Context: an optimization exercise on an open-source flow, tuned for small area. The choices shown serve that exercise and are no tape-out recipe.
In this exercise RTL edits were held to simulation tests only and were not proved equivalent to the original.
Power is estimated from default activity; no workload was simulated.

== alpha ==
==> flow/design.v <==
`default_nettype none
package cps_pkg;
  localparam int unsigned BYTE_W    = 8;
  localparam int unsigned WORD_W    = 32;
  localparam int unsigned OUT_WORDS = 5;
  typedef struct packed {
    logic [WORD_W-1:0] run;
    logic [WORD_W-1:0] tot;
  } sums_t;
endpackage
`default_nettype wire
`default_nettype none
module checksum_packet_sync_top #(
  parameter int unsigned WORDS_PER_PACKET = 6
) (
  input  wire logic                        clk_i,
  input  wire logic                        rst_ni,
  input  wire logic                        in_valid_i,
  output logic                             in_stall_o,
  input  wire logic [cps_pkg::BYTE_W-1:0]  in_byte_i,
  output logic                             out_valid_o,
  input  wire logic                        out_stall_i,
  output logic [cps_pkg::WORD_W-1:0]       word_0_o,
  output logic [cps_pkg::WORD_W-1:0]       word_1_o,
  output logic [cps_pkg::WORD_W-1:0]       word_2_o,
  output logic [cps_pkg::WORD_W-1:0]       word_3_o,
  output logic [cps_pkg::WORD_W-1:0]       word_4_o
);
  localparam int unsigned KEEP = 23;
  logic [KEEP-1:0][7:0] win_q;
  logic                 out_valid_q;
  logic [4:0]           fill_q;       
  logic [3:0]           k_q;
  logic                 ok1_q, ok2_q, ok3_q;
  logic                 in_xfer;
  logic [11:0]          sm1, sm2, sm3, sm4, sm5, cy1, cy2, cy3, cy4, cy5;
  logic [11:0]          na, nb;       
  logic [7:0]           want;         
  logic [8:0]           t_zero, t_want;
  logic [3:0]           n_hi, k_d;
  logic                 zero, match, full, hit;
  function automatic logic [23:0] csa(input logic [11:0] x, input logic [11:0] y,
                                      input logic [11:0] z);
    logic [11:0] maj;
    maj = (x & y) | (z & (x ^ y));
    csa = {maj[10:0], 1'b0, x ^ y ^ z};
  endfunction
  function automatic logic [8:0] low_is(input logic [7:0] a, input logic [7:0] b,
                                        input logic [7:0] t);
    logic [7:0] kill;   
    logic [7:0] bad;
    kill   = (a & b) | ((a | b) & ~t);
    bad    = a ^ b ^ t ^ {kill[6:0], 1'b1};
    low_is = {kill[7], bad};
  endfunction
  assign in_stall_o  = out_valid_q & out_stall_i;
  assign in_xfer     = in_valid_i & ~in_stall_o;
  assign out_valid_o = out_valid_q;
  always_comb begin
    {cy1, sm1} = csa({4'b0, win_q[3]}, {2'b0, win_q[3], 2'b0}, {2'b0, win_q[7], 2'b0});
    {cy2, sm2} = csa({4'b0, win_q[11]}, {3'b0, win_q[11], 1'b0}, {3'b0, win_q[15], 1'b0});
    {cy3, sm3} = csa(sm1, cy1, sm2);
    {cy4, sm4} = csa(cy2, {4'b0, win_q[19]}, {4'b0, ~in_byte_i});
    {cy5, sm5} = csa(sm3, cy3, sm4);
    {nb, na}   = csa(sm5, cy5, cy4);
    want   = 8'd0 - {4'b0, k_q};
    t_zero = low_is(na[7:0], nb[7:0], 8'd0);
    t_want = low_is(na[7:0], nb[7:0], want);
    zero   = (t_zero[7:0] == 8'd0);
    match  = (t_want[7:0] == 8'd0);
    n_hi   = na[11:8] + nb[11:8] + {3'b0, zero ? t_zero[8] : t_want[8]};
    k_d    = n_hi - {3'b0, zero};
    full   = (fill_q == 5'd23);
    hit    = full && ok3_q && match;
  end
  always_ff @(posedge clk_i or negedge rst_ni) begin
    if (!rst_ni) begin
      out_valid_q <= 1'b0;
      fill_q      <= '0;
    end else begin
      out_valid_q <= (in_xfer && hit) || in_stall_o;
      if (in_xfer) begin
        if (hit)        fill_q <= '0;
        else if (!full) fill_q <= fill_q + 5'd1;
      end
    end
  end
  always_ff @(posedge clk_i) begin
    if (in_xfer) begin
      k_q   <= k_d;
      ok1_q <= zero;
      ok2_q <= ok1_q && match;
      ok3_q <= ok2_q && match;
    end
    if (in_xfer && !hit) begin
      win_q <= {in_byte_i, win_q[KEEP-1:1]};
    end
  end
  assign word_0_o = {win_q[3],  win_q[2],  win_q[1],  win_q[0]};
  assign word_1_o = {win_q[7],  win_q[6],  win_q[5],  win_q[4]};
  assign word_2_o = {win_q[11], win_q[10], win_q[9],  win_q[8]};
  assign word_3_o = {win_q[15], win_q[14], win_q[13], win_q[12]};
  assign word_4_o = {win_q[19], win_q[18], win_q[17], win_q[16]};
endmodule
`default_nettype wire
export LEC_CHECK = 0
export ABC_AREA = 1
export CAP_MARGIN = 0
export CORE_MARGIN = 2
export CORE_UTILIZATION = 85
export CTS_BUF_LIST = sky130_fd_sc_hd__clkbuf_8
export CTS_CLUSTER_DIAMETER = 60
export CTS_CLUSTER_SIZE = 20
export SLEW_MARGIN = 0
create_clock -name core_clock -period 6.0 [get_ports {clk_i}]
standard.sh (not shown) runs the stock make flow with config.mk's settings and CLKGATE_MAP_FILE= SYNTH_SCRIPT=/design/flow/synth_recipe.tcl, a recipe that flattens the netlist after the stock synthesis.
==> flow/flow/run.sh <==
#!/bin/bash
# The standard layout, with the port buffers made from the smallest buffer cell.
set -euo pipefail
bash standard.sh BUFFER_PORTS_ARGS="-buffer_cell sky130_fd_sc_hd__buf_1" finish > layout.log 2>&1
--- input diff alpha..beta ---
==> flow/flow/run.sh <==
#!/bin/bash
# The standard synthesis, then the standard layout steps with three changes:
#  - port buffers made from the smallest buffer cell (every port still gets one);
#  - the largest buffers and inverters kept out of placement and timing repair;
#  - clock tree synthesis without dummy loads.
# Each step's output goes to a log of its own here; ORFS's own logs are under orfs/logs.
set -euo pipefail
bash standard.sh synth > synth.log 2>&1
plat=$(sed -n '/^export DONT_USE_CELLS/,/^#/p' "$FLOW_HOME/platforms/sky130hd/config.mk" \
  | grep -o 'sky130_fd_sc_hd__[a-z0-9_]*' | tr '\n' ' ')
big="sky130_fd_sc_hd__buf_12 sky130_fd_sc_hd__buf_16 sky130_fd_sc_hd__buf_8 sky130_fd_sc_hd__buf_6
  sky130_fd_sc_hd__bufinv_8 sky130_fd_sc_hd__bufinv_16 sky130_fd_sc_hd__inv_6 sky130_fd_sc_hd__inv_8
  sky130_fd_sc_hd__inv_12 sky130_fd_sc_hd__inv_16 sky130_fd_sc_hd__clkinv_8 sky130_fd_sc_hd__clkinv_16
  sky130_fd_sc_hd__clkbuf_16 sky130_fd_sc_hd__bufbuf_8 sky130_fd_sc_hd__bufbuf_16"
cts="-sink_clustering_enable -repair_clock_nets -sink_clustering_size 25"
cts="$cts -sink_clustering_max_diameter 80 -buf_list sky130_fd_sc_hd__clkbuf_8 -dont_use_dummy_load"
bash standard.sh "DONT_USE_CELLS=$plat $(echo $big)" \
  BUFFER_PORTS_ARGS="-buffer_cell sky130_fd_sc_hd__buf_1" CTS_ARGS="$cts" finish > layout.log 2>&1
--- a/flow/config.mk
+++ b/flow/config.mk
@@ -6,10 +6,10 @@
 export NUM_CORES = 4
 export LEC_CHECK = 0
-export ABC_AREA = 1
-export CAP_MARGIN = 0
+export ABC_AREA = 0
+export CAP_MARGIN = 20
 export CORE_MARGIN = 2
-export CORE_UTILIZATION = 85
+export CORE_UTILIZATION = 80
 export CTS_BUF_LIST = sky130_fd_sc_hd__clkbuf_8
 export CTS_CLUSTER_DIAMETER = 60
 export CTS_CLUSTER_SIZE = 20
-export SLEW_MARGIN = 0
+export SLEW_MARGIN = 20
Results
- Comparing alpha against beta, there is no change at all in post-synthesis sequential element count.
- beta vs alpha, met3 capacity usage during global routing went down by 1.1 points.
- Looking at worst path required time across beta and alpha, the one that comes out lower is beta.
- Non-clock buffering overhead in the final layout: beta vs alpha, no meaningful difference
- Re wire length of the first global-routing pass: beta and alpha aren't equal, and the lower value belongs to beta.
- beta ended with less detail-routed via count per cell than alpha.
- beta vs alpha — routed wire length dropped about 28%.
- Across both runs, routed length on met1 was lower for beta than for alpha.
- Relative to alpha, the via count measured on beta has decreased by more than 10%.
[inputs] gamma vs beta
--- a/flow/config.mk
+++ b/flow/config.mk
@@ -6,5 +6,5 @@
 export NUM_CORES = 4
 export LEC_CHECK = 0
-export ABC_AREA = 0
+export ABC_AREA = 1
 export CAP_MARGIN = 20
 export CORE_MARGIN = 2
==> summary.txt <==
Measured slew at the worst slew-check pin in gamma is 0.34 ns below beta.
Total buffers and inverters traversed by the critical path in gamma vs beta: up 2
Leakage power is higher on gamma
| area after detailed placement | gamma vs beta | about 1.1% higher |
Compared to beta, gamma leaves less free space in the core.
Compared gamma against beta; post-synthesis to final-layout area growth within noise.
The inputs of delta differ from those of gamma as listed below.
--- a/flow/config.mk
+++ b/flow/config.mk
@@ -9,5 +9,5 @@
 export CAP_MARGIN = 20
 export CORE_MARGIN = 2
-export CORE_UTILIZATION = 80
+export CORE_UTILIZATION = 85
 export CTS_BUF_LIST = sky130_fd_sc_hd__clkbuf_8
 export CTS_CLUSTER_DIAMETER = 60
--- outcome ---
- [delta vs gamma] HPWL after detailed placement: higher in delta
- [delta vs gamma] vertical die dimension: lower in delta
- Site row count (delta over gamma): decrease, 1
- Status(delta) = ERROR, stage = detailed placement
- Xor/xnor cell area share of the yosys netlist came out exactly the same in delta and gamma.
- The effective utilization at floorplan number comes out lower for gamma vs delta.
- delta vs gamma, horizontal die dimension went down by 2.9%.
- Mean post-synth cell area: delta vs gamma identical

Setup of v28:
RTL: the design.v shown in full above, as it stands there.
clock: 6.0 ns
lec_check: 0
abc_area: 1
cap_margin: 20
core_margin: 2
core_utilization: 70
cts_buf_list: sky130_fd_sc_hd__clkbuf_16
cts_cluster_diameter: 80
cts_cluster_size: 30
slew_margin: 20
==> flow/flow/run.sh <==
#!/bin/bash
# The standard layout, with the port buffers made from the smallest buffer cell.
set -euo pipefail
bash standard.sh BUFFER_PORTS_ARGS="-buffer_cell sky130_fd_sc_hd__buf_1" finish > layout.log 2>&1
In summary, v28 completed successfully, with a layout that passed the timing, DRC and antenna checks.
Inputs modified between v28 and v34:
==> flow/flow/run.sh <==
#!/bin/bash
# The standard synthesis, then the standard layout steps with three changes:
#  - port buffers made from the smallest buffer cell (every port still gets one);
#  - the largest buffers and inverters kept out of placement and timing repair;
#  - clock tree synthesis without dummy loads.
# Each step's output goes to a log of its own here; ORFS's own logs are under orfs/logs.
set -euo pipefail
bash standard.sh synth > synth.log 2>&1
plat=$(sed -n '/^export DONT_USE_CELLS/,/^#/p' "$FLOW_HOME/platforms/sky130hd/config.mk" \
  | grep -o 'sky130_fd_sc_hd__[a-z0-9_]*' | tr '\n' ' ')
big="sky130_fd_sc_hd__buf_12 sky130_fd_sc_hd__buf_16 sky130_fd_sc_hd__buf_8 sky130_fd_sc_hd__buf_6
  sky130_fd_sc_hd__bufinv_8 sky130_fd_sc_hd__bufinv_16 sky130_fd_sc_hd__inv_6 sky130_fd_sc_hd__inv_8
  sky130_fd_sc_hd__inv_12 sky130_fd_sc_hd__inv_16 sky130_fd_sc_hd__clkinv_8 sky130_fd_sc_hd__clkinv_16
  sky130_fd_sc_hd__clkbuf_16 sky130_fd_sc_hd__bufbuf_8 sky130_fd_sc_hd__bufbuf_16"
cts="-sink_clustering_enable -repair_clock_nets -sink_clustering_size 20"
cts="$cts -sink_clustering_max_diameter 60 -buf_list {sky130_fd_sc_hd__clkbuf_4 sky130_fd_sc_hd__clkbuf_8} -dont_use_dummy_load"
bash standard.sh "DONT_USE_CELLS=$plat $(echo $big)" \
  BUFFER_PORTS_ARGS="-buffer_cell sky130_fd_sc_hd__buf_1" CTS_ARGS="$cts" finish > layout.log 2>&1
--- a/flow/config.mk
+++ b/flow/config.mk
@@ -9,7 +9,7 @@
 export CAP_MARGIN = 20
 export CORE_MARGIN = 2
-export CORE_UTILIZATION = 70
-export CTS_BUF_LIST = sky130_fd_sc_hd__clkbuf_16
-export CTS_CLUSTER_DIAMETER = 80
-export CTS_CLUSTER_SIZE = 30
+export CORE_UTILIZATION = 85
+export CTS_BUF_LIST = sky130_fd_sc_hd__clkbuf_8
+export CTS_CLUSTER_DIAMETER = 60
+export CTS_CLUSTER_SIZE = 20
 export SLEW_MARGIN = 20
v34 did not finish; a tool error ended it in 3_5_place_dp. Row height of the die: v34 lower / v28 higher. v34: number of placement rows is about 10% lower than what v28 reported. Diff v34..v28 | fraction of the mapped netlist area in simple logic gates | unchanged. Post-DP HPWL up 23% in v34 wrt v28. v28 -> v34: share of the synthesized area in compound gates (AO/OA/AOI/OAI) delta 0, exact match. Any difference in synthesized area between v34 and v28 is small enough to ignore. As far as synthesized cell count goes, v34 and v28 are indistinguishable; the numbers are identical. Horizontal die dimension for v34 is lower than for v28. v34 vs v28: effective utilization at floorplan up in v34.
> inputs changed (v34 -> v48)
--- a/flow/config.mk
+++ b/flow/config.mk
@@ -9,5 +9,5 @@
 export CAP_MARGIN = 20
 export CORE_MARGIN = 2
-export CORE_UTILIZATION = 85
+export CORE_UTILIZATION = 80
 export CTS_BUF_LIST = sky130_fd_sc_hd__clkbuf_8
 export CTS_CLUSTER_DIAMETER = 60
Diff v34..v48 | count of unique library cells instantiated by Yosys | unchanged
Reported for v34 and v48, synthesized area turned out identical to the last digit.
Between v34 and v48, die span in y is higher for v48, v34 comes in under that.
Compared with v34, in v48 top-level port count was more or less identical; weighted congestion at the end of routability-driven global placement went up by 5.2%.
Summary of v48 over v34: sum of net half-perimeters after detailed placement down 13%, effective utilization at floorplan lost 4.8 points, mean post-synth cell area essentially unchanged, post-synthesis register bit count saw little to no change, synthesized cell count about even.
Compared with v34, v48 shows a horizontal extent of the die that is 3.0% higher.
v48 was carried through to the last stage, and its layout satisfied the timing, DRC and antenna checks.
#### Input delta (v50 over v48)
--- a/flow/flow/run.sh
+++ b/flow/flow/run.sh
@@ -12,7 +12,7 @@
   sky130_fd_sc_hd__bufinv_8 sky130_fd_sc_hd__bufinv_16 sky130_fd_sc_hd__inv_6 sky130_fd_sc_hd__inv_8
   sky130_fd_sc_hd__inv_12 sky130_fd_sc_hd__inv_16 sky130_fd_sc_hd__clkinv_8 sky130_fd_sc_hd__clkinv_16
-  sky130_fd_sc_hd__clkbuf_16 sky130_fd_sc_hd__bufbuf_8 sky130_fd_sc_hd__bufbuf_16"
+  sky130_fd_sc_hd__clkbuf_16"
 cts="-sink_clustering_enable -repair_clock_nets -sink_clustering_size 20"
-cts="$cts -sink_clustering_max_diameter 60 -buf_list {sky130_fd_sc_hd__clkbuf_4 sky130_fd_sc_hd__clkbuf_8} -dont_use_dummy_load"
+cts="$cts -sink_clustering_max_diameter 60 -buf_list sky130_fd_sc_hd__clkbuf_8 -dont_use_dummy_load"
 bash standard.sh "DONT_USE_CELLS=$plat $(echo $big)" \
   BUFFER_PORTS_ARGS="-buffer_cell sky130_fd_sc_hd__buf_1" CTS_ARGS="$cts" finish > layout.log 2>&1
--- a/flow/config.mk
+++ b/flow/config.mk
@@ -9,5 +9,5 @@
 export CAP_MARGIN = 20
 export CORE_MARGIN = 2
-export CORE_UTILIZATION = 80
+export CORE_UTILIZATION = 85
 export CTS_BUF_LIST = sky130_fd_sc_hd__clkbuf_8
 export CTS_CLUSTER_DIAMETER = 60
### Flow results
- Looking at v50 and v48, the critical path data required time is a wash.
- Measured against v48, the die footprint of v50 comes out at 0.943 times the reference value.
- Wire length of the first global-routing pass, v50 and v48: lower on v48
- v50 and v48 ended up with nearly the same worst-case hold slack.
- [compare] base=v48 new=v50: ratio of total power to cell area has increased; clock group power closely matched the old numbers.

==> what the ideal ports hide <==
No port has a modelled driver above. Below, the same layouts with a new extraction and two added sets of constraints. Step 1 sets driving cells, clkbuf_16 on the clock port and buf_2 on the other inputs (assumed; they add their load-dependent delay and slew). Step 2 times the ports against the registers' clock, not the clock port: input delays grow and output delays shrink by t, the midpoint of the rising clock arrivals with the driver on. Three values: ideal, step 1, step 2; two values: the first two.
run	t, ns	setup slack, ns	hold slack, ns
alpha	0.508	0.372 / 0.372 / 0.188	0.428 / 0.428 / 0.428
beta	0.485	0.476 / 0.476 / 0.268	0.416 / 0.416 / 0.416
gamma	0.483	0.761 / 0.761 / 0.566	0.417 / 0.417 / 0.417
v28	0.471	0.746 / 0.746 / 0.573	0.420 / 0.420 / 0.420
v48	0.483	0.761 / 0.761 / 0.566	0.417 / 0.417 / 0.417
v50	0.483	0.530 / 0.530 / 0.297	0.417 / 0.417 / 0.417
After both steps setup and hold are still met in every run listed. The setup slack of v50, which loses most, moves by 0.000 ns with the drivers and by -0.233 ns with both steps.
